From an optimization exercise on the open Yosys and OpenROAD flow, aimed at small area, a short achievable clock period and few clock cycles; shortcuts taken in it are not production practice.
RTL that was checked went through simulation tests only; none was proved equivalent to the original.
For run 5, only the layout was checked, not whether the RTL still works.
Power is estimated from default activity; no workload was simulated.

==> flow/flow/run.sh <==
#!/bin/bash
# The standard layout, with buf_2 as the cell that buffers each input and output
# port (the default picks a delay cell). Everything else is the standard.sh.
set -euo pipefail
export BUFFER_PORTS_ARGS="-buffer_cell sky130_fd_sc_hd__buf_2"
bash standard.sh > standard.log 2>&1
==> flow/standard.sh <==
#!/bin/bash
# synth_recipe.tcl (not shown) runs the flow's synth.tcl, then flattens the netlist and writes it again
# the make line also repeats each setting of config.mk as NAME=value (left out here)
make -C /OpenROAD-flow-scripts/flow DESIGN_CONFIG=/design/flow/config.mk WORK_HOME=/design/flow/orfs CLKGATE_MAP_FILE= SYNTH_SCRIPT=/design/flow/synth_recipe.tcl "${@:-finish}"
==> flow/config.mk <==
export PLATFORM = sky130hd
export DESIGN_NAME = lc4_core
export DESIGN_NICKNAME = lc4_core
export VERILOG_FILES = /design/flow/design.v
export SDC_FILE = /design/flow/constraint.sdc
export NUM_CORES = 4
export LEC_CHECK = 0
export CAP_MARGIN = 20
export CORE_MARGIN = 2
export CORE_UTILIZATION = 55
export CTS_BUF_LIST = sky130_fd_sc_hd__clkbuf_8 sky130_fd_sc_hd__clkbuf_16
export CTS_CLUSTER_DIAMETER = 80
export CTS_CLUSTER_SIZE = 24
export SETUP_SLACK_MARGIN = 2.0
export SLEW_MARGIN = 20
export TNS_END_PERCENT = 0
==> flow/constraint.sdc <==
create_clock -name core_clock -period 4.6 [get_ports {gwe}]
set_input_delay 0.9200 -clock core_clock [delete_from_list [all_inputs] [get_ports {gwe}]]
set_output_delay 0.9200 -clock core_clock [all_outputs]
set_load 0.01 [all_outputs]
==> flow/design.v <==
`timescale 1ns/1ps
`default_nettype none
module lc4_add16 (
  input  wire [15:0] i_a,
  input  wire [15:0] i_b,
  input  wire        i_cin,
  output wire [15:0] o_sum
);
  wire [15:0] p = i_a ^ i_b;
  wire [15:0] g0 = i_a & i_b;
  wire [15:0] gl [0:4];
  wire [15:0] pl [0:4];
  assign gl[0] = {g0[15:1], g0[0] | (p[0] & i_cin)};
  assign pl[0] = p;
  genvar k, i;
  generate
    for (k = 0; k < 4; k = k + 1) begin : lvl
      for (i = 0; i < 16; i = i + 1) begin : bit_
        if (i >= (1 << k)) begin : comb
          assign gl[k+1][i] = gl[k][i] | (pl[k][i] & gl[k][i-(1<<k)]);
          assign pl[k+1][i] = pl[k][i] & pl[k][i-(1<<k)];
        end else begin : pass
          assign gl[k+1][i] = gl[k][i];
          assign pl[k+1][i] = pl[k][i];
        end
      end
    end
  endgenerate
  assign o_sum = p ^ {gl[4][14:0], i_cin};
endmodule
`default_nettype wire
`timescale 1ns/1ps
`default_nettype none
module lc4_core (
  input  wire        gwe,
  input  wire        i_rst_n,
  input  wire [15:0] i_imem_data,
  output wire [15:0] o_imem_addr,
  output wire        o_retire_valid,
  output wire [15:0] o_retire_pc,
  output wire [15:0] o_retire_insn,
  output wire        o_retire_regfile_we,
  output wire [2:0]  o_retire_wsel,
  output wire [15:0] o_retire_result,
  output wire        o_retire_nzp_we,
  output wire [2:0]  o_retire_nzp
);
  localparam [15:0] rst_pc = 16'h8200;
  reg  [15:0] regs [0:7];
  reg  [15:0] seq_q;
  reg  [15:0] tgt_q;
  reg         taken_q;
  reg         x_valid;
  reg  [15:0] x_insn;
  reg  [15:0] x_a;        
  reg  [15:0] x_b;        
  reg         x_sub;
  reg         r_valid;
  reg  [15:0] r_pc;
  reg  [15:0] r_insn;
  reg  [15:0] r_result;
  reg  [2:0]  r_nzp;      
  reg  [2:0]  nzp_q;      
  function automatic writes_f(input [15:0] w);
    writes_f = w[15:12] == 4'b1001 || w[15:12] == 4'b0101 ||
               (w[15:12] == 4'b0001 && (w[5] || !w[3]));
  endfunction
  function automatic [2:0] nzp_f(input [15:0] v);
    nzp_f = v[15] ? 3'b100 : (v == 16'd0) ? 3'b010 : 3'b001;
  endfunction
  wire       r_writes = r_valid && writes_f(r_insn);
  wire [2:0] nzp_r    = r_writes ? r_nzp : nzp_q;   
  wire        x_writes = writes_f(x_insn);
  wire        x_logic  = x_insn[15:12] == 4'b0101;
  wire        x_const  = x_insn[15:12] == 4'b1001;
  wire [1:0]  x_lop    = x_insn[5] ? 2'b00 : x_insn[4:3];   
  wire [2:0]  x_cnzp   = nzp_f(x_b);                        
  wire [15:0] a = x_a;
  wire [15:0] b = x_b;
  wire [15:0] sum;
  lc4_add16 u_add (.i_a(a), .i_b(b), .i_cin(x_sub), .o_sum(sum));
  reg  [15:0] logic_v;
  reg         z_logic;
  reg         n_logic;
  always @(*) begin
    case (x_lop)
      2'b00:   begin logic_v = a & b; z_logic = ~|(a & b);   n_logic = a[15] & b[15]; end
      2'b01:   begin logic_v = ~a;    z_logic = &a;          n_logic = ~a[15];        end
      2'b10:   begin logic_v = a | b; z_logic = ~|(a | b);   n_logic = a[15] | b[15]; end
      default: begin logic_v = a ^ b; z_logic = a == b;      n_logic = a[15] ^ b[15]; end
    endcase
  end
  wire [15:0] result = x_const ? x_b : x_logic ? logic_v : sum;
  wire [15:0] p     = a ^ b;
  wire [15:0] o     = a | b;
  wire        z_add = &(p ~^ {o[14:0], x_sub});
  wire [2:0]  nzp_add   = sum[15] ? 3'b100 : z_add ? 3'b010 : 3'b001;
  wire [2:0]  nzp_logic = n_logic ? 3'b100 : z_logic ? 3'b010 : 3'b001;
  wire [2:0]  nzp_x     = x_const ? x_cnzp : x_logic ? nzp_logic : nzp_add;
  wire [15:0] fa   = taken_q ? tgt_q : seq_q;
  wire [15:0] insn = i_imem_data;
  wire [3:0]  op   = insn[15:12];
  wire [2:0]  m    = insn[11:9];    
  wire [15:0] imm5 = {{11{insn[4]}}, insn[4:0]};
  wire [15:0] imm9 = {{7{insn[8]}}, insn[8:0]};
  wire [2:0]  r_rd = r_insn[11:9];
  wire [2:0]  x_rd = x_insn[11:9];
  wire        x_wr = x_valid && x_writes;
  wire [15:0] rs_v = (r_writes && r_rd == insn[8:6]) ? r_result : regs[insn[8:6]];
  wire [15:0] rt_v = (r_writes && r_rd == insn[2:0]) ? r_result : regs[insn[2:0]];
  wire        f_sub   = op == 4'b0001 && !insn[5] && insn[4:3] == 2'b10;
  wire        f_const = op == 4'b1001;
  wire        byp_a   = x_wr && x_rd == insn[8:6];
  wire        byp_b   = x_wr && x_rd == insn[2:0] && !insn[5] && !f_const;
  wire [15:0] a_next  = byp_a ? result : rs_v;
  wire [15:0] b_next  = byp_b ? result : f_const ? imm9 : insn[5] ? imm5 : rt_v;
  wire hit_add   = sum[15] ? m[2] : z_add ? m[1] : m[0];
  wire hit_logic = n_logic ? m[2] : z_logic ? m[1] : m[0];
  wire hit_const = |(m & x_cnzp);
  wire hit_r     = |(m & nzp_r);
  wire hit_x     = x_const ? hit_const : x_logic ? hit_logic : hit_add;
  wire f_taken   = op == 4'b0000 && (x_wr ? hit_x : hit_r);
  wire [9:0]  tgt_lo = {1'b0, fa[8:0]} + {1'b0, imm9[8:0]} + 10'd1;
  wire [6:0]  hi_up, hi_dn;
  wire [15:0] fa_inc, seq_dec, hi_up16, hi_dn16;
  lc4_add16 u_inc (.i_a(fa),    .i_b(16'd0),    .i_cin(1'b1), .o_sum(fa_inc));
  lc4_add16 u_dec (.i_a(seq_q), .i_b(16'hffff), .i_cin(1'b0), .o_sum(seq_dec));
  lc4_add16 u_up  (.i_a({9'd0, fa[15:9]}), .i_b(16'd0),    .i_cin(1'b1), .o_sum(hi_up16));
  lc4_add16 u_dn  (.i_a({9'd0, fa[15:9]}), .i_b(16'hffff), .i_cin(1'b0), .o_sum(hi_dn16));
  assign hi_up = hi_up16[6:0];
  assign hi_dn = hi_dn16[6:0];
  wire [6:0]  tgt_hi = (tgt_lo[9] == insn[8]) ? fa[15:9] : tgt_lo[9] ? hi_up : hi_dn;
  assign o_imem_addr = fa;
  wire [15:0] wd = i_rst_n ? r_result : 16'd0;   
  integer i;
  always @(posedge gwe) begin
    for (i = 0; i < 8; i = i + 1)
      if (!i_rst_n || (r_writes && r_rd == i)) regs[i] <= wd;
  end
  always @(posedge gwe) begin
    if (!i_rst_n) begin
      seq_q   <= rst_pc;
      taken_q <= 1'b0;
      x_valid <= 1'b0;
      r_valid <= 1'b0;
      nzp_q   <= 3'b000;
    end else begin
      seq_q   <= fa_inc;
      taken_q <= f_taken;
      x_valid <= 1'b1;
      r_valid <= x_valid;
      nzp_q   <= nzp_r;
    end
  end
  always @(posedge gwe) begin
    tgt_q    <= {tgt_hi, tgt_lo[8:0]};
    x_insn   <= insn;
    x_a      <= a_next;
    x_b      <= b_next ^ {16{f_sub}};
    x_sub    <= f_sub;
    r_pc     <= seq_dec;   
    r_insn   <= x_insn;
    r_result <= result;
    r_nzp    <= nzp_x;
  end
  assign o_retire_valid      = r_valid;
  assign o_retire_pc         = r_pc;
  assign o_retire_insn       = r_insn;
  assign o_retire_regfile_we = writes_f(r_insn);
  assign o_retire_wsel       = r_insn[11:9];
  assign o_retire_result     = r_result;
  assign o_retire_nzp_we     = writes_f(r_insn);
  assign o_retire_nzp        = r_nzp;
endmodule
`default_nettype wire
==> results of run 1 <==
## area by class of cell
| type | count | share of cell area |
|---|---|---|
| Multi-Input combinational cell | 919 | 0.4541 |
| Clock inverter | 6 | 0.002475 |
| Sequential cell | 265 | 0.4211 |
| Timing Repair Buffer | 134 | 0.05181 |
| Clock buffer | 17 | 0.02570 |
| Timing Repair inverter | 1 | 0.0003193 |
| Inverter | 74 | 0.01812 |
| Tap cell | 330 | 0.02634 |
## worst max-delay path, stage by stage, from the launching register on
cell and delay (ps):
dfxtp_4 380, fa_2 220, inv_1 60, fa_1 410
nand2b_4 180, a21oi_4 170, buf_4 150, nor3_1 60
or3_1 380, mux2i_1 210, nand2_2 120, o22ai_2 140
xnor2_1 140
## cell usage in the layout, fill, tap and decap left out, drive strengths merged, types with 24 or more instances in the layout
| cell type | Yosys | routed |
|---|---|---|
| a21oi | 83 | 83 |
| mux4 | 33 | 33 |
| nor2 | 72 | 72 |
| nor4 | 25 | 25 |
| nand4 | 24 | 24 |
| ha | 45 | 45 |
| o21ai | 90 | 90 |
| buf | 43 | 134 |
| nand3 | 28 | 28 |
| dfxtp | 137 | 137 |
| inv | 74 | 79 |
| nand2 | 99 | 99 |
| and2 | 25 | 25 |
| xnor2 | 54 | 54 |
| edfxtp | 128 | 128 |
| xor2 | 25 | 25 |
| mux2i | 54 | 54 |
| nor3 | 24 | 24 |
## power breakdown
group | switching, W | total [W] | internal [W]
combinational | 0.00123 | 0.00209 | 0.000859
clock | 0.000759 | 0.00140 | 0.000640
sequential | 0.000343 | 0.00330 | 0.00295
total | 0.00234 | 0.00679 | 0.00445
## metal layers
layer	up-vias	wire length (microns)	GRT usage
met5	-	0	0
met2	526	19090	0.4971
li1	5068	-	-
met1	5332	17970	0.4307
met3	92	3184	0.04192
met4	0	1356	0.09530
## logic make-up after synthesis
| kind of cell | count (synthesis) | share of synthesized area |
|---|---|---|
| compound gates | 314 | 0.1461 |
| xor+xnor | 79 | 0.04928 |
| fa+ha+maj | 48 | 0.04438 |
| buf+inv | 157 | 0.04634 |
| flops | 265 | 0.4691 |
| mux | 108 | 0.1083 |
| simple gates | 370 | 0.1365 |
## through the flow
| step | hold WS, ps | instances |
|---|---|---|
| 5_1_grt | 346.2 | 1746 |
| 2_1_floorplan | 309.6 | 1341 |
| 6_report | 334.4 | 1746 |
| 4_1_cts | 334.3 | 1743 |
| 3_3_place_gp | 309.8 | 1705 |
| 3_5_place_dp | 312.1 | 1706 |
## state kept, by name, indices dropped and copies added (netlist names), 2 cells and up
signal    count
regs        128
x_insn       16
x_a          16
nzp_q         3
r_nzp         2
r_pc         16
x_b          16
tgt_q        16
r_result     16
r_insn       16
seq_q        16
## worst min-delay path by stage
stage	end	from	slack, ps
after floorplan	r_insn[0]$_DFF_P_	x_insn[0]$_DFF_P_	310
after global placement	r_insn[7]$_DFF_P_	x_insn[7]$_DFF_P_	310
after detailed placement	r_insn[1]$_DFF_P_	x_insn[1]$_DFF_P_	310
after CTS	r_insn[8]$_DFF_P_	x_insn[8]$_DFF_P_	330
after global routing	r_insn[2]$_DFF_P_	x_insn[2]$_DFF_P_	350
final	r_insn[0]$_DFF_P_	x_insn[0]$_DFF_P_	330
## timing repair
action / 4_1_cts / 5_1_grt
buffers inserted: 14 / 2
resized for setup: 34 / 28
pin swaps: 10 / 4
gates cloned: 0 / 1
endpoints found under the setup margin: 58 / 53
==> flow_summary.ini, run 1 <==
[worst_setup_path]
path_max_fanout = 5
r2r_slack_ps = 1880
crit_path_end_kind = flip-flop
required_ps = 5000
critPathLaunch = x_a[0]$_DFF_P_
start_kind = flip-flop
rr_worst_depth = 12
arrival_ps = 3120
reg2reg_from = x_a[0]$_DFF_P_
endpoint = x_b[8]$_DFF_P_
crit_type = flip-flop to flip-flop
rr_endpoint = x_b[8]$_DFF_P_

[grt]
grt_usage = 0.3070
antenna_found_initial = 0
grt_max_degree = 33
first_global_vias = 10340
grt_overflow = 0
grt_first_pass_wirelength_mm = 62.39

[routing]
wl_per_cell_microns = 23.83
drc = 0
wl_mm = 41.60
drtAntennaViolNets = 0
vias = 11020
avgViaCountPerCell = 6.310
drtPass1Iterations = 8
drtIter0Drc = 1078

[cts]
hold_buffers = 0
insertion_delay_ps = 500
h-tree-depth = 1
cts_sinks = 265
ctsRootBufferMaster = clkbuf_16
clk_pin_slew_ps = 90
cts_buffer_depth = 3
numCtsBuffers = 15
tritoncts = yes

[run]
maxCapViolations = 0

[sta]
worstMarginPinSlew_ps = 1017
hold_viol = 0
max_freq_mhz = 367.4
rsz0062_at_grt = yes
finalSetupTns_ps = 0
period_needed_ps = 2722
setup_viol = 0
maxSlewViolCount = 0
timing.slew.headroom = 0.3165
setup_ws_ps = 1878
finClkSkew_ps = 20.90
fin_crit_sh = 0.5917

[synth]
ys.flop_type = dfxtp_1
yosysMostFrequentCell = dfxtp_1
ys_warn_count = 3
syn_nets = 1407
postSynthCellCount = 1341
synth_edf_count = 128
synthTopCellsByArea = edfxtp_1 (27%), dfxtp_1 (20%), mux4_2 (5.3%), ha_1 (4.0%), mux2i_1 (3.8%)
post_synth.cell_area_avg_sq_um = 10.47
netlist_area_sq_um = 14040
yosys.cell_types.count = 82
seq_area_frac_synth = 0.4691
synthArstFlopShare = 0
synthTopCellsByCount = dfxtp_1 (137), edfxtp_1 (128), nand2_1 (99), a21oi_1 (80), o21ai_0 (76)
ys_ff_latch = 265
netlist.top_cell.by_area = edfxtp_1
yosys.area.top_type_share = 0.2737

[floorplanning]
die_h_microns = 163.8
die_w_microns = 163.8
dieArea_sq_um = 26820
fp-row-count = 58
start_util = 0.5592
core_sq_um = 25110
pin_count = 91

[placement]
dp_slack_ps = 1113
io_buffers = 90
gp_congestion = 0.9936
placed_area_sq_um = 14850
place_hpwl_mm = 29.36

[finish]
syn2layout_area_growth_pct = 11.63
fin_area_sq_um = 15670
multiInputGateArea_sq_um = 7118
post-route-util = 0.6242
regArea_sq_um = 6600
nFillCells = 2132
layout.nets = 1476
antennaDiodeCount = 0
final_layout_size_suffix_gt1_frac = 0.2097

[power_and_ir_drop]
ir_worst_vdd_uv = 513.5
leakage_nw = 6.231
power.total_w = 0.006791
power.density_nw_per_um2 = 433.2

[outcome]
status = no timing/DRC/antenna violations

[hold_path]
whs_path_depth = 0
hold_class = flip-flop to flip-flop
Testbench counts, summed over its fixed seeds: cycles 24,008.
==> run 2: changes to the inputs <==
--- a/flow/config.mk
+++ b/flow/config.mk
@@ -7,7 +7,7 @@
 export LEC_CHECK = 0
 export CAP_MARGIN = 20
 export CORE_MARGIN = 2
-export CORE_UTILIZATION = 55
+export CORE_UTILIZATION = 65
 export CTS_BUF_LIST = sky130_fd_sc_hd__clkbuf_8 sky130_fd_sc_hd__clkbuf_16
 export CTS_CLUSTER_DIAMETER = 80
 export CTS_CLUSTER_SIZE = 24
==> run 2 against run 1 <==
  * Still clean
  * Largest cell class unchanged
  * Worst setup slack worse by 8.1 ps
  * Sequential share of layout area down 0.22 points
  * Final area up 0.57%
  * Non-clock buffer count up 6
  * Clock power up 11%
  * Clock skew up 9.0 ps
  * Area after synthesis unchanged
==> flow_summary.ini, run 2 <==
[outcome]
status = no timing/DRC/antenna violations

[cts]
ctsRootBufferMaster = clkbuf_16
cts_buffer_depth = 3
hold_buffers = 0
h-tree-depth = 1
cts_sinks = 265
insertion_delay_ps = 500
clk_pin_slew_ps = 90
tritoncts = yes
numCtsBuffers = 16

[power_and_ir_drop]
clkPwrFrac = 0.224
intPower_w = 0.004590
switching_share = 0.3417
ir_worst_vdd_uv = 491.4
power.density_nw_per_um2 = 442.3
p_comb_frac = 0.302
power_frac_seq = 0.475
leakage_nw = 6.309
p_sw_w = 0.002382
power.total_w = 0.006972

[sta]
finalSetupTns_ps = 0
maxSlewViolCount = 0
setup_viol = 0
fin_crit_sh = 0.5934
hold_viol = 0
max_freq_mhz = 366.3
finClkSkew_ps = 29.86
period_needed_ps = 2730
rsz0062_at_grt = yes
worstMarginPinSlew_ps = 1039
timing.slew.headroom = 0.3038

[synth]
synthTopCellsByCount = dfxtp_1 (137), edfxtp_1 (128), nand2_1 (99), a21oi_1 (80), o21ai_0 (76)
yosysMostFrequentCell = dfxtp_1
yosys.area.top_type_share = 0.2737
synthTopCellsByArea = edfxtp_1 (27%), dfxtp_1 (20%), mux4_2 (5.3%), ha_1 (4.0%), mux2i_1 (3.8%)
postSynthCellCount = 1341
synth_compound_area_frac = 0.1461
synthMuxAreaShare = 0.1083
synthArstFlopShare = 0
ys_warn_count = 3
yosys.cell_types.count = 82
synth_top_family_by_area = compound AO/OA/AOI/OAI gates
yosys.area_share.simple = 0.1365
synth_fa_ha_area_frac = 0.04438
ys_ff_latch = 265
syn_nets = 1407
synth-xor-area-share = 0.04928
post_synth.cell_area_avg_sq_um = 10.47
synth_edf_count = 128
netlist_area_sq_um = 14040
seq_area_frac_synth = 0.4691
netlist.top_cell.by_area = edfxtp_1
ys.flop_type = dfxtp_1

[worst_setup_path]
crit_type = flip-flop to flip-flop
required_ps = 4980
arrival_ps = 3110
start_kind = flip-flop
crit_path_end_kind = flip-flop
path_max_fanout = 4

[finish]
final_cell_mix = dfxtp_1 (130), edfxtp_1 (128), nand2_1 (98)
mostFrequentLayoutCell = dfxtp_1
syn2layout_area_growth_pct = 12.27
final_layout_size_suffix_gt1_frac = 0.2097
top_register = regs
largest_register_ffs = 128
multiInputGateArea_sq_um = 7118
layout.nets = 1484
regArea_sq_um = 6603
post-route-util = 0.7475
nFillCells = 1510

[grt]
grt_usage = 0.3540
antenna_found_initial = 0
grt_overflow = 0
first_global_vias = 10650
grt_use_met1 = 0.4896
grt_first_pass_wirelength_mm = 61.43
use_met2 = 0.5743
grt_max_degree = 42
use_met3 = 0.05783
busiest_layer = met2

[floorplanning]
core_sq_um = 21090
pin_count = 91
dieArea_sq_um = 22790
die_w_microns = 151.0
die_h_microns = 151.0
start_util = 0.6658
fp-row-count = 53

[routing]
drtPass1Iterations = 5
wl_per_cell_microns = 23.94
wl_mm = 40.74
drtIter0Drc = 1129
avgViaCountPerCell = 6.639
vias = 11300
drc = 0
drtAntennaViolNets = 0

[placement]
gp_congestion = 1.009
place_hpwl_mm = 27.92
io_buffers = 90

[run]
maxCapViolations = 0

[hold_path]
hold_class = flip-flop to flip-flop
run 2: changes by cell type in the layout (fill, tap and decap cells not counted), moves of 4 or more:
cell | before | now
buf_4 | 40 | 48
o21ai_1 | 15 | 19
o21ai_2 | 8 | 1
buf_2 | 90 | 85
run 2: logic make-up (layout without fill, tap and decap cells):
| family | after synthesis | in the layout |
|---|---|---|
| xor+xnor | 79 | 79 |
| mux | 108 | 108 |
| compound gates | 314 | 314 |
| fa+ha+maj | 48 | 48 |
| buf+inv | 157 | 241 |
| simple gates | 370 | 371 |
| flops | 265 | 265 |
| other cells | 0 | 1 |
run 2: routing by layer:
| layer | routed length, microns | part of all wire | up-vias |
|---|---|---|---|
| met2 | 19220 | 0.47 | 677 |
| li1 | - | - | 5074 |
| met1 | 16100 | 0.40 | 5435 |
| met4 | 1392 | 0.034 | 0 |
| met3 | 4025 | 0.099 | 113 |
| met5 | 0 | 0 | - |
run 2: metrics by stage:
| step | cells | instance area [sq um] | hold WS (ps) | worst slack (ps) |
|---|---|---|---|---|
| after CTS | 1681 | 15420 | 333.5 | 1826 |
| after global routing | 1701 | 15760 | 338.3 | 1792 |
| final | 1702 | 15760 | 333.1 | 1870 |
| after global placement | 1649 | 14720 | 310.0 | 963.2 |
| after detailed placement | 1649 | 14720 | 312.1 | 950.9 |
| after floorplan | 1341 | 14110 | 309.6 | 1780 |
run 2: worst paths after layout:
kind                           from                end  slack [ps]  cells past startpoint
setup / recovery     x_a[0]$_DFF_P_    x_b[14]$_DFF_P_        1870                     11
hold / removal    x_insn[1]$_DFF_P_  r_insn[1]$_DFF_P_         330                      0
setup reg to reg     x_a[0]$_DFF_P_    x_b[14]$_DFF_P_        1870                     11
hold reg to reg   x_insn[1]$_DFF_P_  r_insn[1]$_DFF_P_         330                      0
run 2: power by group through the flow:
| stage | clock (W) | sequential, W | combinational, W |
|---|---|---|---|
| finish | 0.00156 | 0.00331 | 0.00210 |
| CTS | 0.00158 | 0.00329 | 0.00196 |
| global route | 0.00165 | 0.00334 | 0.00227 |
| global placement | 0 | 0.00332 | 0.00190 |
| floorplan | 0 | 0.00323 | 0.00135 |
| detailed placement | 0 | 0.00333 | 0.00192 |
run 2: area by class of cell:
cell class / count / area share
multi-input cells: 920 / 0.4515
well taps: 275 / 0.02183
clock buffers: 17 / 0.02699
clock inverters: 9 / 0.006588
flip-flops and latches: 265 / 0.4188
repair buffers: 140 / 0.05572
repair inverters: 1 / 0.0003175
diodes: 1 / 0.0001587
inverters: 74 / 0.01802
run 2: critical path: stages, from the launching register on:
cell      delay, ps
dfxtp_4         380
fa_2            260
inv_2            60
fa_2            400
nand2b_4        160
a21oi_4         160
o21ai_2          90
a31oi_1         250
mux2_4          350
a211oi_4        280
a21oi_2          90
xnor2_1         120
run 2: what timing repair did:
item / in CTS / in global routing
setup endpoints to repair: 75 / 57
cloned: 2 / 1
pin swaps: 8 / 13
gates resized for setup: 29 / 40
buffers inserted: 4 / 19
==> run 3: changes to the inputs <==
--- a/flow/config.mk
+++ b/flow/config.mk
@@ -7,10 +7,10 @@
 export LEC_CHECK = 0
 export CAP_MARGIN = 20
 export CORE_MARGIN = 2
-export CORE_UTILIZATION = 65
+export CORE_UTILIZATION = 40
 export CTS_BUF_LIST = sky130_fd_sc_hd__clkbuf_8 sky130_fd_sc_hd__clkbuf_16
-export CTS_CLUSTER_DIAMETER = 80
-export CTS_CLUSTER_SIZE = 24
+export CTS_CLUSTER_DIAMETER = 90
+export CTS_CLUSTER_SIZE = 28
 export SETUP_SLACK_MARGIN = 2.0
 export SLEW_MARGIN = 20
 export TNS_END_PERCENT = 0
==> run 3 against run 2 <==
  * Fmax is 2.2% higher
  * Register-to-register slack better by 80 ps
  * Critical endpoint is now o_imem_addr[9]
  * Final area is 1.3% higher
  * Sequential power hardly changed
  * Area after synthesis stayed put
  * Sequential share of layout area is 0.48 points lower
==> flow_summary.ini, run 3 <==
[routing]
drc = 0
wl_per_cell_microns = 22.47
drtPass1Iterations = 6
vias = 10890
drtAntennaViolNets = 0
drtIter0Drc = 1067
wl_mm = 42.04
avgViaCountPerCell = 5.819

[run]
maxCapViolations = 0

[worst_setup_path]
critPathBufInv = 4
crit_path_end_kind = output port
cpPeakStageDelay_ps = 390
crit_family = buffers and inverters
worstPathCellList = buf_12 -> buf_4 -> mux2i_4 -> inv_1 -> buf_2
reg2reg_from = x_b[0]$_DFF_P_
cpMaxStageDelayCell = dfxtp_4
crit_type = flip-flop to output port
path_max_fanout = 10
rr_endpoint = x_b[14]$_DFF_P_
rr_worst_depth = 11
start_kind = flip-flop
arrival_ps = 1750
required_ps = 3680
r2r_slack_ps = 1950

[grt]
grt_usage = 0.2255
grt_overflow = 0
antenna_found_initial = 0
grt_max_degree = 41
grt_first_pass_wirelength_mm = 63.26
first_global_vias = 10360

[finish]
regArea_sq_um = 6609
layout.nets = 1474
mostFrequentLayoutCell = edfxtp_1
nFillCells = 3274
syn2layout_area_growth_pct = 13.68
largest_register_ffs = 128
multiInputGateArea_sq_um = 7196
top_register = regs
final_layout_size_suffix_gt1_frac = 0.2182
final_cell_mix = edfxtp_1 (128), dfxtp_1 (125), nand2_1 (97)
antennaDiodeCount = 0

[floorplanning]
dieArea_sq_um = 36620
start_util = 0.4065
fp-row-count = 68
core_sq_um = 34540
die_w_microns = 191.4
die_h_microns = 191.4
pin_count = 91

[cts]
ctsRootBufferMaster = clkbuf_16
tritoncts = yes
insertion_delay_ps = 500
cts_sinks = 265
hold_buffers = 0
clk_pin_slew_ps = 110
numCtsBuffers = 14
cts_buffer_depth = 3
h-tree-depth = 1

[synth]
yosysMostFrequentCell = dfxtp_1
yosys.cell_types.count = 82
seq_area_frac_synth = 0.4691
netlist.top_cell.by_area = edfxtp_1
netlist_area_sq_um = 14040
yosys.area.top_type_share = 0.2737
synthArstFlopShare = 0
synth_edf_count = 128
synthTopCellsByArea = edfxtp_1 (27%), dfxtp_1 (20%), mux4_2 (5.3%), ha_1 (4.0%), mux2i_1 (3.8%)
postSynthCellCount = 1341
ys_warn_count = 3
ys_ff_latch = 265
post_synth.cell_area_avg_sq_um = 10.47
syn_nets = 1407
synthTopCellsByCount = dfxtp_1 (137), edfxtp_1 (128), nand2_1 (99), a21oi_1 (80), o21ai_0 (76)
ys.flop_type = dfxtp_1

[hold_path]
min_from = x_insn[7]$_DFF_P_
min_to = r_insn[7]$_DFF_P_
hold_class = flip-flop to flip-flop
whs_path_depth = 0

[placement]
dp_slack_ps = 1099
gp_congestion = 0.9751
io_buffers = 90
place_hpwl_mm = 29.89

[power_and_ir_drop]
leakage_nw = 6.245
power.density_nw_per_um2 = 429.5
ir_worst_vdd_uv = 215.7

[sta]
timing.slew.headroom = 0.2329
finClkSkew_ps = 26.23
worstMarginPinSlew_ps = 1151
whs_ps = 337.8
finalSetupTns_ps = 0
rsz0062_at_grt = yes
hold_viol = 0
setup_viol = 0
maxSlewViolCount = 0
setup_ws_ps = 1928
period_needed_ps = 2672
max_freq_mhz = 374.3
fin_crit_sh = 0.5808

[outcome]
status = no timing/DRC/antenna violations
-- run 3: cell counts after synthesis --
Identical to the previous run, type by type.
-- run 3: how the worst max path moves through the flow --
stage | startpoint | to | slack, ps | cells past startpoint
final | taken_q$_SDFF_PN0_ | o_imem_addr[9] | 1930 | 5
after global routing | taken_q$_SDFF_PN0_ | tgt_q[10]$_DFF_P_ | 1860 | 11
after CTS | taken_q$_SDFF_PN0_ | o_imem_addr[14] | 1860 | 4
after detailed placement | i_imem_data[1] | x_b[3]$_DFF_P_ | 1100 | 7
after global placement | i_imem_data[1] | x_b[3]$_DFF_P_ | 1150 | 7
after floorplan | i_imem_data[0] | tgt_q[10]$_DFF_P_ | 1780 | 13
-- run 3: layout make-up --
class	count	share of cell area
clock inverters	9	0.004311
repair inverters	1	0.0003136
clock buffers	15	0.02352
inverters	74	0.01779
repair buffers	133	0.05354
well taps	455	0.03567
flip-flops and latches	265	0.4140
multi-input cells	919	0.4508
-- run 3: kinds of logic after synthesis --
kind of cell | Yosys count | synth area share
AOI/OAI and AO/OA | 314 | 0.1461
xor gates and xnor gates | 79 | 0.04928
adders and majority gates | 48 | 0.04438
buffers and inverters | 157 | 0.04634
DFF | 265 | 0.4691
muxes | 108 | 0.1083
and+or+nand+nor | 370 | 0.1365
-- run 3: report_power, final --
group          internal [W]  switching [W]  total (W)
logic              0.000882        0.00122    0.00210
registers           0.00296       0.000368    0.00332
clock network      0.000623       0.000809    0.00143
-- run 3: metal layers --
metal  part of all wire  GRT usage  up-vias
met5                  0          0        -
met4              0.032    0.06420        0
met3              0.054    0.01909       75
met2               0.47     0.3749      399
met1               0.44     0.3142     5349
li1                   -          -     5065
-- run 3: per-stage QoR --
stage | cell area [sq um] | util | std cells | power [W]
final | 15960 | 0.4621 | 1871 | 0.006855
after global routing | 15960 | 0.4621 | 1871 | 0.007179
after CTS | 15660 | 0.4533 | 1861 | 0.006766
after detailed placement | 14990 | 0.4341 | 1830 | 0.005308
after global placement | 14990 | 0.4339 | 1830 | 0.005298
after floorplan | 14110 | - | 1341 | 0.004582
-- run 3: what timing repair did --
action | 4_1_cts | 5_1_grt
pin swaps | 5 | 9
resized for setup | 32 | 55
endpoints found under the setup margin | 76 | 72
setup buffers | 6 | 9
endpoints found under the hold margin | 0 | 0
gates cloned | 1 | 1
==> run 4: changes to the inputs <==
--- a/flow/config.mk
+++ b/flow/config.mk
@@ -11,6 +11,6 @@
 export CTS_BUF_LIST = sky130_fd_sc_hd__clkbuf_8 sky130_fd_sc_hd__clkbuf_16
 export CTS_CLUSTER_DIAMETER = 90
 export CTS_CLUSTER_SIZE = 28
-export SETUP_SLACK_MARGIN = 2.0
+export SETUP_SLACK_MARGIN = 2.2
 export SLEW_MARGIN = 20
 export TNS_END_PERCENT = 0
==> run 4 against run 3 <==
  * Area after synthesis did not move
  * Utilization grew 0.67 points
  * Register-to-register slack improved by 30 ps
  * Die area unchanged
  * Worst setup slack gained 11 ps
  * Sequential share of layout area down 0.55 points
  * Largest power group unchanged
==> flow_summary.ini, run 4 <==
[synth]
synth_edf_count = 128
synthArstFlopShare = 0
synthTopCellsByArea = edfxtp_1 (27%), dfxtp_1 (20%), mux4_2 (5.3%), ha_1 (4.0%), mux2i_1 (3.8%)
seq_area_frac_synth = 0.4691
yosys.area.top_type_share = 0.2737
ys_warn_count = 3
post_synth.cell_area_avg_sq_um = 10.47
syn_nets = 1407
ys_ff_latch = 265
netlist.top_cell.by_area = edfxtp_1
synthTopCellsByCount = dfxtp_1 (137), edfxtp_1 (128), nand2_1 (99), a21oi_1 (80), o21ai_0 (76)
netlist_area_sq_um = 14040
ys.flop_type = dfxtp_1
yosys.cell_types.count = 82
postSynthCellCount = 1341
yosysMostFrequentCell = dfxtp_1

[routing]
wl_per_cell_microns = 22.58
drtAntennaViolNets = 0
drc = 0
vias = 10990
avgViaCountPerCell = 5.843
drtPass1Iterations = 5
drtIter0Drc = 1024
wl_mm = 42.48

[sta]
max_freq_mhz = 375.8
rsz0062_at_grt = yes
finClkSkew_ps = 27.14
timing.slew.headroom = 0.3374
finalSetupTns_ps = 0
maxSlewViolCount = 0
period_needed_ps = 2661
worstMarginPinSlew_ps = 989.3
setup_viol = 0
setup_ws_ps = 1939
hold_viol = 0
fin_crit_sh = 0.5784

[worst_setup_path]
worstPathCellList = buf_6 -> clkbuf_16 -> mux2_2 -> buf_2
endpoint = o_imem_addr[7]
crit_path_end_kind = output port
arrival_ps = 1740
critPathLaunch = taken_q$_SDFF_PN0_
rr_worst_depth = 12
required_ps = 3680
rr_endpoint = tgt_q[10]$_DFF_P_
r2r_slack_ps = 1980
critPathBufInv = 3
crit_family = buffers and inverters
cpMaxStageDelayCell = dfxtp_4
crit_cells = 4
start_kind = flip-flop
cpPeakStageDelay_ps = 410
path_max_fanout = 5
crit_type = flip-flop to output port
reg2reg_from = taken_q$_SDFF_PN0_

[cts]
numCtsBuffers = 14
clk_pin_slew_ps = 110
cts_sinks = 265
ctsRootBufferMaster = clkbuf_16
h-tree-depth = 1
hold_buffers = 0
tritoncts = yes
insertion_delay_ps = 500
cts_buffer_depth = 3

[finish]
antennaDiodeCount = 0
mostFrequentLayoutCell = edfxtp_1
top_register = regs
largest_register_ffs = 128
layout.nets = 1484
final_layout_size_suffix_gt1_frac = 0.2356
fin_cells = 1881
fin_area_sq_um = 16190
final_cell_mix = edfxtp_1 (128), dfxtp_1 (119), nand2_1 (97)
post-route-util = 0.4688
syn2layout_area_growth_pct = 15.34

[placement]
placed_area_sq_um = 14990
place_hpwl_mm = 29.89
place_inst = 1830
gp_congestion = 0.9751
io_buffers = 90
dp_slack_ps = 1099

[floorplanning]
dieArea_sq_um = 36620
die_h_microns = 191.4
die_w_microns = 191.4
core_sq_um = 34540
pin_count = 91
fp-row-count = 68
start_util = 0.4065

[power_and_ir_drop]
leakage_nw = 6.323
p_sw_w = 0.002416
ir_worst_vdd_uv = 217.0
switching_share = 0.3501
power.density_nw_per_um2 = 426.2
clkPwrFrac = 0.208
power_frac_seq = 0.483
intPower_w = 0.004485
p_comb_frac = 0.309

[grt]
grt_max_degree = 41
antenna_found_initial = 0
first_global_vias = 10390
grt_usage = 0.2262
grt_first_pass_wirelength_mm = 63.45
grt_overflow = 0

[outcome]
status = no timing/DRC/antenna violations

[run]
maxCapViolations = 0

[hold_path]
hold_class = flip-flop to flip-flop
[run 4: cell counts after synthesis]
No cell type changed its count.
[run 4: timing repair]
action,4_1_cts,5_1_grt
endpoints found under the hold margin,0,0
pin swaps,15,17
gates resized for setup,51,61
endpoints found under the setup margin,105,93
cloned,2,2
setup buffers,12,11
[run 4: worst min path at each step]
stage / endpoint / slack (ps) / from / depth (start not counted)
after floorplan: r_insn[0]$_DFF_P_ / 310 / x_insn[0]$_DFF_P_ / 0
after global placement: r_insn[7]$_DFF_P_ / 310 / x_insn[7]$_DFF_P_ / 0
after detailed placement: r_insn[6]$_DFF_P_ / 310 / x_insn[6]$_DFF_P_ / 0
after CTS: r_insn[6]$_DFF_P_ / 340 / x_insn[6]$_DFF_P_ / 0
after global routing: r_insn[2]$_DFF_P_ / 340 / x_insn[2]$_DFF_P_ / 0
final: r_insn[7]$_DFF_P_ / 340 / x_insn[7]$_DFF_P_ / 0
[run 4: cells by family after synthesis]
logic type	synth area share
muxes	0.1083
AOI/OAI and AO/OA	0.1461
DFF	0.4691
adders and majority gates	0.04438
buffers and inverters	0.04634
xor gates and xnor gates	0.04928
and+or+nand+nor	0.1365
[run 4: per-layer routing]
metal / vias up / track usage / wire length, microns
met2: 446 / 0.3750 / 19820
met3: 81 / 0.01854 / 2489
met5: - / 0 / 0
met4: 0 / 0.06598 / 1424
met1: 5387 / 0.3161 / 18740
li1: 5076 / - / -
[run 4: power groups by stage]
| stage | clock [W] | sequential (W) | combinational (W) |
|---|---|---|---|
| after detailed placement | 0 | 0.00336 | 0.00195 |
| final | 0.00143 | 0.00333 | 0.00214 |
| after CTS | 0.00146 | 0.00332 | 0.00201 |
| after floorplan | 0 | 0.00323 | 0.00135 |
| after global routing | 0.00154 | 0.00337 | 0.00231 |
| after global placement | 0 | 0.00336 | 0.00194 |
[run 4: through the flow]
stage | hold slack, ps | power, W
2_1_floorplan | 309.6 | 0.004582
3_3_place_gp | 310.8 | 0.005298
3_5_place_dp | 312.1 | 0.005308
4_1_cts | 338.2 | 0.006788
5_1_grt | 345.0 | 0.007221
6_report | 338.3 | 0.006901
[run 4: area by class of cell]
type | count | area (sq um)
Fill cell | 3232 | 18350
Tap cell | 455 | 569.3
Clock inverter | 9 | 68.82
Timing Repair inverter | 1 | 5.005
Timing Repair Buffer | 143 | 974.7
Multi-Input combinational cell | 919 | 7301
Inverter | 74 | 284.0
Clock buffer | 15 | 375.4
Sequential cell | 265 | 6616
==> run 5: changes to the inputs <==
--- a/flow/design.v
+++ b/flow/design.v
@@ -47,9 +47,8 @@
 );
   localparam [15:0] rst_pc = 16'h8200;
   reg  [15:0] regs [0:7];
-  reg  [15:0] seq_q;
-  reg  [15:0] tgt_q;
-  reg         taken_q;
+  reg  [15:0] pc_q;       
+  reg  [15:0] x_pc;       
   reg         x_valid;
   reg  [15:0] x_insn;
   reg  [15:0] x_a;        
@@ -59,7 +58,6 @@
   reg  [15:0] r_pc;
   reg  [15:0] r_insn;
   reg  [15:0] r_result;
-  reg  [2:0]  r_nzp;      
   reg  [2:0]  nzp_q;      
   function automatic writes_f(input [15:0] w);
     writes_f = w[15:12] == 4'b1001 || w[15:12] == 4'b0101 ||
@@ -69,6 +67,7 @@
     nzp_f = v[15] ? 3'b100 : (v == 16'd0) ? 3'b010 : 3'b001;
   endfunction
   wire       r_writes = r_valid && writes_f(r_insn);
+  wire [2:0] r_nzp    = nzp_f(r_result);
   wire [2:0] nzp_r    = r_writes ? r_nzp : nzp_q;   
   wire        x_writes = writes_f(x_insn);
   wire        x_logic  = x_insn[15:12] == 4'b0101;
@@ -94,10 +93,7 @@
   wire [15:0] p     = a ^ b;
   wire [15:0] o     = a | b;
   wire        z_add = &(p ~^ {o[14:0], x_sub});
-  wire [2:0]  nzp_add   = sum[15] ? 3'b100 : z_add ? 3'b010 : 3'b001;
-  wire [2:0]  nzp_logic = n_logic ? 3'b100 : z_logic ? 3'b010 : 3'b001;
-  wire [2:0]  nzp_x     = x_const ? x_cnzp : x_logic ? nzp_logic : nzp_add;
-  wire [15:0] fa   = taken_q ? tgt_q : seq_q;
+  wire [15:0] fa   = pc_q;
   wire [15:0] insn = i_imem_data;
   wire [3:0]  op   = insn[15:12];
   wire [2:0]  m    = insn[11:9];    
@@ -122,14 +118,14 @@
   wire f_taken   = op == 4'b0000 && (x_wr ? hit_x : hit_r);
   wire [9:0]  tgt_lo = {1'b0, fa[8:0]} + {1'b0, imm9[8:0]} + 10'd1;
   wire [6:0]  hi_up, hi_dn;
-  wire [15:0] fa_inc, seq_dec, hi_up16, hi_dn16;
+  wire [15:0] fa_inc, hi_up16, hi_dn16;
   lc4_add16 u_inc (.i_a(fa),    .i_b(16'd0),    .i_cin(1'b1), .o_sum(fa_inc));
-  lc4_add16 u_dec (.i_a(seq_q), .i_b(16'hffff), .i_cin(1'b0), .o_sum(seq_dec));
   lc4_add16 u_up  (.i_a({9'd0, fa[15:9]}), .i_b(16'd0),    .i_cin(1'b1), .o_sum(hi_up16));
   lc4_add16 u_dn  (.i_a({9'd0, fa[15:9]}), .i_b(16'hffff), .i_cin(1'b0), .o_sum(hi_dn16));
   assign hi_up = hi_up16[6:0];
   assign hi_dn = hi_dn16[6:0];
   wire [6:0]  tgt_hi = (tgt_lo[9] == insn[8]) ? fa[15:9] : tgt_lo[9] ? hi_up : hi_dn;
+  wire [15:0] fa_tgt = {tgt_hi, tgt_lo[8:0]};
   assign o_imem_addr = fa;
   wire [15:0] wd = i_rst_n ? r_result : 16'd0;   
   integer i;
@@ -139,29 +135,26 @@
   end
   always @(posedge gwe) begin
     if (!i_rst_n) begin
-      seq_q   <= rst_pc;
-      taken_q <= 1'b0;
+      pc_q    <= rst_pc;
       x_valid <= 1'b0;
       r_valid <= 1'b0;
       nzp_q   <= 3'b000;
     end else begin
-      seq_q   <= fa_inc;
-      taken_q <= f_taken;
+      pc_q    <= f_taken ? fa_tgt : fa_inc;
       x_valid <= 1'b1;
       r_valid <= x_valid;
       nzp_q   <= nzp_r;
     end
   end
   always @(posedge gwe) begin
-    tgt_q    <= {tgt_hi, tgt_lo[8:0]};
+    x_pc     <= pc_q;
     x_insn   <= insn;
     x_a      <= a_next;
     x_b      <= b_next ^ {16{f_sub}};
     x_sub    <= f_sub;
-    r_pc     <= seq_dec;   
+    r_pc     <= x_pc;
     r_insn   <= x_insn;
     r_result <= result;
-    r_nzp    <= nzp_x;
   end
   assign o_retire_valid      = r_valid;
   assign o_retire_pc         = r_pc;
==> flow/config.mk (replaced) <==
export PLATFORM = sky130hd
export DESIGN_NAME = lc4_core
export DESIGN_NICKNAME = lc4_core
export VERILOG_FILES = /design/flow/design.v
export SDC_FILE = /design/flow/constraint.sdc
export NUM_CORES = 4
export LEC_CHECK = 0
export CAP_MARGIN = 20
export CORE_MARGIN = 2
export CORE_UTILIZATION = 40
export CTS_BUF_LIST = sky130_fd_sc_hd__clkbuf_4 sky130_fd_sc_hd__clkbuf_8
export SETUP_SLACK_MARGIN = 2.0
export SLEW_MARGIN = 20
==> run 5 against run 4 <==
  * Combinational power up 14%
  * Critical path depth rose by 8
  * Clock power grew 62%
  * Sequential share of layout area fell by 2.0 points
==> flow_summary.ini, run 5 <==
[placement]
place_hpwl_mm = 30.23
io_buffers = 90
place_inst = 1878
gp_congestion = 1.011
dp_slack_ps = 927.9

[floorplanning]
die_h_microns = 188.8
pin_count = 91
dieArea_sq_um = 35640
die_w_microns = 188.8
fp-row-count = 67
core_sq_um = 33620
start_util = 0.4063

[worst_setup_path]
crit_family = compound AO/OA/AOI/OAI gates
worstPathCellList = fa_2 -> inv_2 -> fa_2 -> nor2b_1 -> o21a_1 -> a31o_4 -> a32o_2 -> o311a_1 -> a311o_1 -> a21oi_2 -> o22ai_2 -> xnor2_1
path_max_fanout = 3
start_kind = flip-flop
critPathBufInv = 1
required_ps = 5020
cpMostUsedCell = fa_2
critPathLaunch = x_sub$_DFF_P_
cpMaxStageDelayCell = fa_2
cpPeakStageDelay_ps = 430
arrival_ps = 3440
crit_type = flip-flop to flip-flop
crit_path_end_kind = flip-flop
reg2reg_from = x_sub$_DFF_P_

[sta]
rsz0062_at_grt = yes
finalSetupTns_ps = 0
setup_ws_ps = 1583
finClkSkew_ps = 24.83
worstMarginPinSlew_ps = 844.2
hold_viol = 0
fin_crit_sh = 0.6560
maxSlewViolCount = 0
timing.slew.headroom = 0.4372
setup_viol = 0
max_freq_mhz = 331.4
period_needed_ps = 3017

[grt]
busiest_layer = met2
antenna_found_initial = 0
use_met2 = 0.3795
grt_first_pass_wirelength_mm = 67.53
grt_overflow = 0
grt_use_met1 = 0.3337
grt_max_degree = 43
grt_usage = 0.2447
use_met3 = 0.04526
first_global_vias = 11260

[synth]
ys.flop_type = dfxtp_1
synth_edf_count = 128
synthTopCellsByCount = dfxtp_1 (134), edfxtp_1 (128), nor2_1 (123), a21oi_1 (116), nand2_1 (83)
seq_area_frac_synth = 0.4779
post_synth.cell_area_avg_sq_um = 9.811
ys_warn_count = 3
yosysMostFrequentCell = dfxtp_1
ys_ff_latch = 262
syn_nets = 1457
synthArstFlopShare = 0
postSynthCellCount = 1392
yosys.area.top_type_share = 0.2814
netlist_area_sq_um = 13660
synthTopCellsByArea = edfxtp_1 (28%), dfxtp_1 (20%), a21oi_1 (4.3%), ha_1 (4.0%), mux2i_1 (3.5%)
netlist.top_cell.by_area = edfxtp_1
yosys.cell_types.count = 79

[cts]
cts_buffer_depth = 3
clk_pin_slew_ps = 60
cts_sinks = 262
ctsRootBufferMaster = clkbuf_8
insertion_delay_ps = 570
h-tree-depth = 2
numCtsBuffers = 47
tritoncts = yes

[routing]
drtPass1Iterations = 7
avgViaCountPerCell = 5.848
drc = 0
drtAntennaViolNets = 0
vias = 11800
drtIter0Drc = 1118
wl_mm = 44.83
wl_per_cell_microns = 22.21

[power_and_ir_drop]
power_frac_seq = 0.406
leakage_nw = 6.693
clkPwrFrac = 0.290
ir_worst_vdd_uv = 236.5
power.density_nw_per_um2 = 470.8
intPower_w = 0.005316
power.total_w = 0.007985
p_sw_w = 0.002668
p_comb_frac = 0.304
switching_share = 0.3342

[run]
maxCapViolations = 0

[finish]
largest_register_ffs = 128
syn2layout_area_growth_pct = 24.19
layout.nets = 1597
post-route-util = 0.5045
antennaDiodeCount = 0
mostFrequentLayoutCell = edfxtp_1
fin_cells = 2018
nFillCells = 2999
top_register = regs
final_layout_size_suffix_gt1_frac = 0.2860
final_cell_mix = edfxtp_1 (128), nor2_1 (121), dfxtp_1 (103)

[outcome]
status = no timing/DRC/antenna violations

[hold_path]
hold_class = flip-flop to flip-flop
min_from = x_pc[13]$_DFF_P_
[run 5: changes by cell type after synthesis, sizes merged, moves of 15 or more]
cell,change
nor2,+52
a21oi,+35
clkbuf,+22
nor3,+22
mux4,-19
o21ai,-18
nand2,-16
mux2,-15
[run 5: final timing paths]
path | to | slack [ps] | cells after the start
max | x_b[14]$_DFF_P_ | 1580 | 12
min | r_pc[13]$_DFF_P_ | 320 | 0
max reg2reg | x_b[14]$_DFF_P_ | 1580 | 12
min reg2reg | r_pc[13]$_DFF_P_ | 320 | 0
[run 5: stage by stage]
| stage | hold WS, ps | instance area, sq um |
|---|---|---|
| floorplan | 309.6 | 13850 |
| global placement | 310.0 | 14740 |
| detailed placement | 312.1 | 14760 |
| CTS | 313.0 | 16590 |
| global route | 324.6 | 16960 |
| finish | 317.3 | 16960 |
[run 5: worst register-to-register path: stages (launching register included)]
cell	delay [ps]
dfxtp_1	320
fa_2	430
inv_2	80
fa_2	210
nor2b_1	50
o21a_1	200
a31o_4	230
a32o_2	270
o311a_1	370
a311o_1	300
a21oi_2	200
o22ai_2	90
xnor2_1	130
[run 5: cells by family (layout without fill, tap and decap cells)]
logic type               after synthesis  after routing  synth area share
AND/OR/NAND/NOR                      418            418            0.1497
AO/OA/AOI/OAI                        372            372            0.1768
flip-flops                           262            262            0.4779
buffers and inverters                165            343           0.04892
multiplexers                          68             68           0.06349
XOR/XNOR                              60             60           0.03848
adder cells (fa/ha/maj)               47             47           0.04471
[run 5: area by class of cell]
class / count / area [sq um] / area share
inverter: 71 / 276.5 / 0.01630
clock inverter: 17 / 122.6 / 0.007230
tap: 448 / 560.5 / 0.03305
timing repair buffer: 185 / 1286 / 0.07584
sequential: 262 / 6585 / 0.3883
multi-input combinational: 965 / 7228 / 0.4262
clock buffer: 70 / 900.9 / 0.05312
[run 5: timing repair]
item / 4_1_cts / 5_1_grt
setup endpoints to repair: 48 / 53
buffers inserted: 42 / 11
resized for setup: 123 / 70
hold buffers: 0 / 0
pin swaps: 42 / 25
[run 5: metal layers]
metal | share of wire | wire (microns)
met2 | 0.45 | 20390
met4 | 0.040 | 1807
met1 | 0.42 | 19030
met5 | 0 | 0
met3 | 0.080 | 3601
[run 5: power groups by stage]
| stage | Combinational (W) | Clock, W | Sequential [W] |
|---|---|---|---|
| 6_report | 0.00243 | 0.00231 | 0.00324 |
| 5_1_grt | 0.00259 | 0.00248 | 0.00328 |
| 4_1_cts | 0.00219 | 0.00235 | 0.00323 |
| 3_5_place_dp | 0.00178 | 0 | 0.00324 |
| 3_3_place_gp | 0.00179 | 0 | 0.00323 |
| 2_1_floorplan | 0.00122 | 0 | 0.00315 |
==> run 6: changes to the inputs <==
--- a/flow/design.v
+++ b/flow/design.v
@@ -47,8 +47,9 @@
 );
   localparam [15:0] rst_pc = 16'h8200;
   reg  [15:0] regs [0:7];
-  reg  [15:0] pc_q;       
-  reg  [15:0] x_pc;       
+  reg  [15:0] seq_q;
+  reg  [15:0] tgt_q;
+  reg         taken_q;
   reg         x_valid;
   reg  [15:0] x_insn;
   reg  [15:0] x_a;        
@@ -93,7 +94,7 @@
   wire [15:0] p     = a ^ b;
   wire [15:0] o     = a | b;
   wire        z_add = &(p ~^ {o[14:0], x_sub});
-  wire [15:0] fa   = pc_q;
+  wire [15:0] fa   = taken_q ? tgt_q : seq_q;
   wire [15:0] insn = i_imem_data;
   wire [3:0]  op   = insn[15:12];
   wire [2:0]  m    = insn[11:9];    
@@ -118,14 +119,14 @@
   wire f_taken   = op == 4'b0000 && (x_wr ? hit_x : hit_r);
   wire [9:0]  tgt_lo = {1'b0, fa[8:0]} + {1'b0, imm9[8:0]} + 10'd1;
   wire [6:0]  hi_up, hi_dn;
-  wire [15:0] fa_inc, hi_up16, hi_dn16;
+  wire [15:0] fa_inc, seq_dec, hi_up16, hi_dn16;
   lc4_add16 u_inc (.i_a(fa),    .i_b(16'd0),    .i_cin(1'b1), .o_sum(fa_inc));
+  lc4_add16 u_dec (.i_a(seq_q), .i_b(16'hffff), .i_cin(1'b0), .o_sum(seq_dec));
   lc4_add16 u_up  (.i_a({9'd0, fa[15:9]}), .i_b(16'd0),    .i_cin(1'b1), .o_sum(hi_up16));
   lc4_add16 u_dn  (.i_a({9'd0, fa[15:9]}), .i_b(16'hffff), .i_cin(1'b0), .o_sum(hi_dn16));
   assign hi_up = hi_up16[6:0];
   assign hi_dn = hi_dn16[6:0];
   wire [6:0]  tgt_hi = (tgt_lo[9] == insn[8]) ? fa[15:9] : tgt_lo[9] ? hi_up : hi_dn;
-  wire [15:0] fa_tgt = {tgt_hi, tgt_lo[8:0]};
   assign o_imem_addr = fa;
   wire [15:0] wd = i_rst_n ? r_result : 16'd0;   
   integer i;
@@ -135,24 +136,26 @@
   end
   always @(posedge gwe) begin
     if (!i_rst_n) begin
-      pc_q    <= rst_pc;
+      seq_q   <= rst_pc;
+      taken_q <= 1'b0;
       x_valid <= 1'b0;
       r_valid <= 1'b0;
       nzp_q   <= 3'b000;
     end else begin
-      pc_q    <= f_taken ? fa_tgt : fa_inc;
+      seq_q   <= fa_inc;
+      taken_q <= f_taken;
       x_valid <= 1'b1;
       r_valid <= x_valid;
       nzp_q   <= nzp_r;
     end
   end
   always @(posedge gwe) begin
-    x_pc     <= pc_q;
+    tgt_q    <= {tgt_hi, tgt_lo[8:0]};
     x_insn   <= insn;
     x_a      <= a_next;
     x_b      <= b_next ^ {16{f_sub}};
     x_sub    <= f_sub;
-    r_pc     <= x_pc;
+    r_pc     <= seq_dec;   
     r_insn   <= x_insn;
     r_result <= result;
   end
==> flow/flow/run.sh (replaced) <==
#!/bin/bash
# The standard layout, with two changes:
#  - buf_2 is the cell that buffers each input and output port (the default
#    picks a delay cell);
#  - synthesis leaves adders to ABC (no extract_fa / full-adder cell mapping),
#    so carry chains can be restructured for speed. Registers are unchanged.
# Everything else is the standard.sh.
set -euo pipefail
export BUFFER_PORTS_ARGS="-buffer_cell sky130_fd_sc_hd__buf_2"
export ADDER_MAP_FILE=
bash standard.sh > standard.log 2>&1
--- a/flow/config.mk
+++ b/flow/config.mk
@@ -7,7 +7,10 @@
 export LEC_CHECK = 0
 export CAP_MARGIN = 20
 export CORE_MARGIN = 2
-export CORE_UTILIZATION = 40
-export CTS_BUF_LIST = sky130_fd_sc_hd__clkbuf_4 sky130_fd_sc_hd__clkbuf_8
+export CORE_UTILIZATION = 55
+export CTS_BUF_LIST = sky130_fd_sc_hd__clkbuf_8 sky130_fd_sc_hd__clkbuf_16
+export CTS_CLUSTER_DIAMETER = 100
+export CTS_CLUSTER_SIZE = 30
 export SETUP_SLACK_MARGIN = 2.0
 export SLEW_MARGIN = 20
+export TNS_END_PERCENT = 5
==> run 6 against run 5 <==
  * Non-clock buffer count is 43 lower
  * Synthesized cell count is 1.1% higher
  * Worst setup slack better by 130 ps
  * Sequential power is 5% higher
  * Final area is 7.5% lower
  * Global-route usage is 5.3 points higher
  * Sequential cell count is 1 higher
  * Largest power group unchanged
==> flow_summary.ini, run 6 <==
[power_and_ir_drop]
clkPwrFrac = 0.187
switching_share = 0.3464
leakage_nw = 5.940
power_frac_seq = 0.529
power.density_nw_per_um2 = 410.2
power.total_w = 0.006439
ir_worst_vdd_uv = 426.7
p_comb_frac = 0.283
p_sw_w = 0.002231
intPower_w = 0.004208

[grt]
grt_overflow = 0
antenna_found_initial = 2
grt_usage = 0.2975
grt_max_degree = 48
first_global_vias = 10640
grt_first_pass_wirelength_mm = 61.65

[cts]
clk_pin_slew_ps = 110
cts_buffer_depth = 3
insertion_delay_ps = 490
numCtsBuffers = 12
cts_sinks = 263
tritoncts = yes
hold_buffers = 0
ctsRootBufferMaster = clkbuf_16
h-tree-depth = 1

[synth]
ys_ff_latch = 263
post_synth.cell_area_avg_sq_um = 9.979
synthTopCellsByCount = dfxtp_1 (135), edfxtp_1 (128), nand2_1 (102), nor2_1 (95)
ys.flop_type = dfxtp_1
ys_warn_count = 3
syn_nets = 1425
netlist.top_cell.by_area = edfxtp_1
seq_area_frac_synth = 0.4662
synthTopCellsByArea = edfxtp_1 (27%), dfxtp_1 (19%), mux2i_1 (4.8%), mux4_2 (4.7%), xnor2_1 (4.0%)
synth_edf_count = 128
yosys.cell_types.count = 87
yosys.area.top_type_share = 0.2737
yosysMostFrequentCell = dfxtp_1
postSynthCellCount = 1407
synthArstFlopShare = 0
netlist_area_sq_um = 14040

[routing]
drtAntennaViolNets = 0
drc = 0
vias = 11260
drtPass1Iterations = 5
wl_mm = 40.01
drtIter0Drc = 1042
wl_per_cell_microns = 22.35
avgViaCountPerCell = 6.291

[finish]
layout.nets = 1474
final_layout_size_suffix_gt1_frac = 0.2058
multiInputGateArea_sq_um = 7249
fin_area_sq_um = 15700
regArea_sq_um = 6593
post-route-util = 0.6251
syn2layout_area_growth_pct = 11.78
mostFrequentLayoutCell = edfxtp_1
largest_register_ffs = 128
top_register = regs
final_cell_mix = edfxtp_1 (128), dfxtp_1 (110), nand2_1 (102)
nFillCells = 2199

[sta]
setup_viol = 0
timing.slew.headroom = 0.4437
worstMarginPinSlew_ps = 834.5
whs_ps = 336.2
maxSlewViolCount = 0
rsz0062_at_grt = yes
period_needed_ps = 2888
finalSetupTns_ps = 0
hold_viol = 0
max_freq_mhz = 346.3
fin_crit_sh = 0.6278
finClkSkew_ps = 19.20

[worst_setup_path]
r2r_slack_ps = 1710
crit_path_end_kind = flip-flop
start_kind = flip-flop
crit_type = flip-flop to flip-flop
arrival_ps = 3260
path_max_fanout = 8
reg2reg_from = taken_q$_SDFF_PN0_
rr_endpoint = tgt_q[9]$_DFF_P_
rr_worst_depth = 11
required_ps = 4970

[floorplanning]
die_w_microns = 163.8
die_h_microns = 163.8
start_util = 0.5592
core_sq_um = 25110
pin_count = 91
dieArea_sq_um = 26820
fp-row-count = 58

[placement]
placed_area_sq_um = 14830
gp_congestion = 0.9034
place_hpwl_mm = 27.63
io_buffers = 90

[hold_path]
hold_class = flip-flop to flip-flop
min_to = r_insn[8]$_DFF_P_
min_from = x_insn[8]$_DFF_P_
whs_path_depth = 0

[outcome]
status = no timing/DRC/antenna violations

[run]
maxCapViolations = 0
==> run 6: cell types whose count changed after synthesis, moves of 15 or more <==
cell / before / now
o21ai_1: 0 / 20
inv_1: 67 / 50
xnor2_1: 42 / 64
mux4_2: 14 / 29
mux2i_1: 48 / 67
ha_1: 44 / 0
clkbuf_1: 62 / 80
nor2_1: 123 / 95
a21oi_1: 116 / 80
nand2_1: 83 / 102
==> run 6: what timing repair did <==
item / 4_1_cts / 5_1_grt
endpoints found under the setup margin: 74 / 78
resized for setup: 53 / 37
pin swaps: 10 / 11
buffers inserted: 9 / 10
==> run 6: kinds of logic after synthesis <==
family | count (synthesis) | share of synthesized area
fa+ha+maj | 4 | 0.002852
simple gates | 415 | 0.1479
mux | 115 | 0.1101
flops | 263 | 0.4662
xor+xnor | 91 | 0.05676
buf+inv | 161 | 0.04545
compound gates | 358 | 0.1707
==> run 6: power by group through the flow <==
stage / registers [W] / logic, W / clock network (W)
after floorplan: 0.00317 / 0.00133 / 0
after global placement: 0.00340 / 0.00170 / 0
after detailed placement: 0.00340 / 0.00172 / 0
after CTS: 0.00338 / 0.00177 / 0.00125
after global routing: 0.00345 / 0.00200 / 0.00132
final: 0.00341 / 0.00182 / 0.00121
==> run 6: critical path: stages, from the launching register on <==
cell and delay, ps:
dfxtp_4 460, mux2i_4 280, inv_2 80, and2_4 180
a311oi_4 390, nor4b_4 100, o41ai_4 400, buf_4 180
a31oi_4 100, or2_4 310, mux2i_1 170, xnor2_1 100
==> run 6: layer usage <==
layer / track usage / share of wire / vias up
li1: - / - / 5299
met1: 0.4117 / 0.44 / 5505
met2: 0.4893 / 0.48 / 386
met3: 0.03131 / 0.057 / 71
met4: 0.1045 / 0.030 / 0
met5: 0 / 0 / -
==> run 6: cell type report <==
cell class | instances | area share
Multi-Input combinational cell | 983 | 0.4619
Sequential cell | 263 | 0.4200
Timing Repair Buffer | 142 | 0.05660
Tap cell | 330 | 0.02631
Clock buffer | 13 | 0.02073
Inverter | 54 | 0.01323
Clock inverter | 3 | 0.0008769
Antenna cell | 2 | 0.0003189
==> run 6: worst max-delay path by stage <==
stage | from | end | slack [ps]
detailed placement | i_imem_data[0] | tgt_q[15]$_DFF_P_ | 1000
global route | taken_q$_SDFF_PN0_ | tgt_q[13]$_DFF_P_ | 1610
global placement | i_imem_data[0] | tgt_q[15]$_DFF_P_ | 1060
CTS | i_imem_data[0] | tgt_q[14]$_DFF_P_ | 1740
finish | taken_q$_SDFF_PN0_ | tgt_q[9]$_DFF_P_ | 1710
floorplan | i_imem_data[0] | tgt_q[15]$_DFF_P_ | 1490
==> run 6: through the flow <==
step | worst slack [ps] | instances
after floorplan | 1485 | 1407
after global placement | 1061 | 1752
after detailed placement | 996.3 | 1752
after CTS | 1740 | 1777
after global routing | 1609 | 1790
final | 1712 | 1790
Testbench counts of run 6, summed over its fixed seeds: cycles 24,008.
==> run 7: changes to the inputs <==
--- a/flow/config.mk
+++ b/flow/config.mk
@@ -9,8 +9,8 @@
 export CORE_MARGIN = 2
 export CORE_UTILIZATION = 55
 export CTS_BUF_LIST = sky130_fd_sc_hd__clkbuf_8 sky130_fd_sc_hd__clkbuf_16
-export CTS_CLUSTER_DIAMETER = 100
-export CTS_CLUSTER_SIZE = 30
+export CTS_CLUSTER_DIAMETER = 80
+export CTS_CLUSTER_SIZE = 24
 export SETUP_SLACK_MARGIN = 2.0
 export SLEW_MARGIN = 20
-export TNS_END_PERCENT = 5
+export TNS_END_PERCENT = 0
==> run 7 against run 6 <==
  * Still clean
  * Global-route usage increased by 0.63 points
  * Synthesized cell count is the same
  * Fmax is essentially flat
  * First-iteration DRC count is 3.6% higher
  * Wire length increased by 2.1%
  * Critical path depth down 5
  * Critical path type is now flip-flop to output port
  * Largest power group unchanged
==> flow_summary.ini, run 7 <==
[outcome]
status = no timing/DRC/antenna violations

[hold_path]
min_from = x_insn[6]$_DFF_P_
min_to = r_insn[6]$_DFF_P_
hold_class = flip-flop to flip-flop
whs_path_depth = 0

[grt]
grt_max_degree = 48
first_global_vias = 10900
grt_overflow = 0
grt_usage = 0.3038
grt_first_pass_wirelength_mm = 62.87
antenna_found_initial = 0

[power_and_ir_drop]
power_frac_seq = 0.502
clkPwrFrac = 0.225
p_sw_w = 0.002365
power.density_nw_per_um2 = 423.6
switching_share = 0.3502
p_comb_frac = 0.273
intPower_w = 0.004388
ir_worst_vdd_uv = 425.6
leakage_nw = 6.100

[floorplanning]
fp-row-count = 58
pin_count = 91
die_h_microns = 163.8
core_sq_um = 25110
start_util = 0.5592
die_w_microns = 163.8
dieArea_sq_um = 26820

[routing]
avgViaCountPerCell = 6.296
wl_mm = 40.87
drtPass1Iterations = 7
drtIter0Drc = 1080
drc = 0
wl_per_cell_microns = 22.57
drtAntennaViolNets = 0
vias = 11400

[synth]
synthArstFlopShare = 0
synthTopCellsByArea = edfxtp_1 (27%), dfxtp_1 (19%), mux2i_1 (4.8%), mux4_2 (4.7%), xnor2_1 (4.0%)
seq_area_frac_synth = 0.4662
synth_fa_ha_area_frac = 0.002852
yosysMostFrequentCell = dfxtp_1
ys_warn_count = 3
synth_compound_area_frac = 0.1707
syn_nets = 1425
yosys.cell_types.count = 87
ys.flop_type = dfxtp_1
netlist_area_sq_um = 14040
yosys.area_share.simple = 0.1479
synthTopCellsByCount = dfxtp_1 (135), edfxtp_1 (128), nand2_1 (102), nor2_1 (95)
post_synth.cell_area_avg_sq_um = 9.979
ys_ff_latch = 263
yosys.area.top_type_share = 0.2737
synth_edf_count = 128
postSynthCellCount = 1407
synth-xor-area-share = 0.05676
synth_top_family_by_area = compound AO/OA/AOI/OAI gates
synthMuxAreaShare = 0.1101
netlist.top_cell.by_area = edfxtp_1

[placement]
placed_area_sq_um = 14850
place_hpwl_mm = 27.55
place_inst = 1757
gp_congestion = 0.9177
io_buffers = 90

[cts]
ctsRootBufferMaster = clkbuf_16
hold_buffers = 0
clk_pin_slew_ps = 100
cts_sinks = 263
h-tree-depth = 1
tritoncts = yes
insertion_delay_ps = 510
cts_buffer_depth = 3
numCtsBuffers = 16

[sta]
whs_ps = 331.3
maxSlewViolCount = 0
finalSetupTns_ps = 0
timing.slew.headroom = 0.4140
fin_crit_sh = 0.6281
rsz0062_at_grt = yes
hold_viol = 0
setup_viol = 0
max_freq_mhz = 346.1
finClkSkew_ps = 22.19
period_needed_ps = 2889
worstMarginPinSlew_ps = 872.3

[worst_setup_path]
r2r_slack_ps = 1730
rr_worst_depth = 12
reg2reg_from = taken_q$_SDFF_PN0_
arrival_ps = 1970
rr_endpoint = tgt_q[9]$_DFF_P_
crit_path_end_kind = output port
required_ps = 3680
path_max_fanout = 9
crit_type = flip-flop to output port
start_kind = flip-flop
critPathLaunch = taken_q$_SDFF_PN0_

[finish]
syn2layout_area_growth_pct = 13.53
largest_register_ffs = 128
final_cell_mix = edfxtp_1 (128), dfxtp_1 (111), nand2_1 (102)
top_register = regs
fin_area_sq_um = 15940
layout.nets = 1489
fin_cells = 1811
final_layout_size_suffix_gt1_frac = 0.2100
antennaDiodeCount = 0
nFillCells = 2101
mostFrequentLayoutCell = edfxtp_1

[run]
maxCapViolations = 0
run 7: changes by cell type in the layout (fill, tap and decap cells not counted), moves of 3 or more:
cell / before / now
buf_4: 48 / 57
inv_1: 50 / 55
o21ai_2: 9 / 6
clkbuf_16: 13 / 17
mux2i_4: 2 / 5
o21ai_4: 0 / 3
run 7: how the worst max path moves through the flow:
stage	endpoint	cells after the start
final	o_imem_addr[9]	6
after global routing	tgt_q[15]$_DFF_P_	11
after CTS	tgt_q[9]$_DFF_P_	11
after detailed placement	tgt_q[15]$_DFF_P_	11
after global placement	tgt_q[15]$_DFF_P_	11
after floorplan	tgt_q[15]$_DFF_P_	10
run 7: through the flow:
step | utilization | worst slack (ps) | total power, W
2_1_floorplan | - | 1413 | 0.004496
4_1_cts | 0.6272 | 1781 | 0.006716
3_3_place_gp | 0.5911 | 1122 | 0.005103
3_5_place_dp | 0.5914 | 1045 | 0.005124
5_1_grt | 0.6348 | 1592 | 0.007068
6_report | 0.6348 | 1711 | 0.006753
run 7: area by class of cell:
cell class	count	area [sq um]	area share
Inverter	54	203.9	0.01279
Clock inverter	11	76.32	0.004788
Sequential cell	263	6586	0.4132
Timing Repair Buffer	152	967.2	0.06068
Multi-Input combinational cell	984	7268	0.4560
Clock buffer	17	425.4	0.02669
Tap cell	330	412.9	0.02590
run 7: power by group through the flow:
stage / combinational (W) / clock, W / sequential, W
finish: 0.00184 / 0.00152 / 0.00339
global route: 0.00200 / 0.00163 / 0.00343
CTS: 0.00180 / 0.00155 / 0.00337
detailed placement: 0.00174 / 0 / 0.00338
global placement: 0.00172 / 0 / 0.00338
floorplan: 0.00133 / 0 / 0.00317
run 7: metal layers:
layer  wire [microns]  global-route usage  vias up  share of wire
li1                 -                   -     5354              -
met1            18150              0.4235     5596           0.44
met2            19220              0.4992      373           0.47
met3             2326             0.03636       79          0.057
met4             1169             0.09330        0          0.029
met5                0                   0        -              0
run 7: worst max-delay path, stage by stage, from the launching register on:
cell,delay [ps]
dfxtp_4,440
buf_6,120
buf_12,130
buf_12,120
mux2i_4,290
inv_1,170
buf_2,180
run 7: cells by family after synthesis:
logic type,Yosys count
flip-flops,263
buffers and inverters,161
multiplexers,115
AND/OR/NAND/NOR,415
adder cells (fa/ha/maj),4
AO/OA/AOI/OAI,358
XOR/XNOR,91
run 7: what timing repair did:
item | in CTS | in global routing
gates resized for setup | 71 | 19
setup endpoints to repair | 74 | 88
hold endpoints to repair | 0 | 0
cloned | 1 | 0
pin swaps | 17 | 13
setup buffers | 11 | 14

Setup slack of run 7, layout unchanged: 1.711 ns with ideal ports, 1.659 ns with driving cells assumed (clock clkbuf_16, inputs buf_2), 1.205 ns with port delays also shifted by the 0.551 ns mid clock arrival.
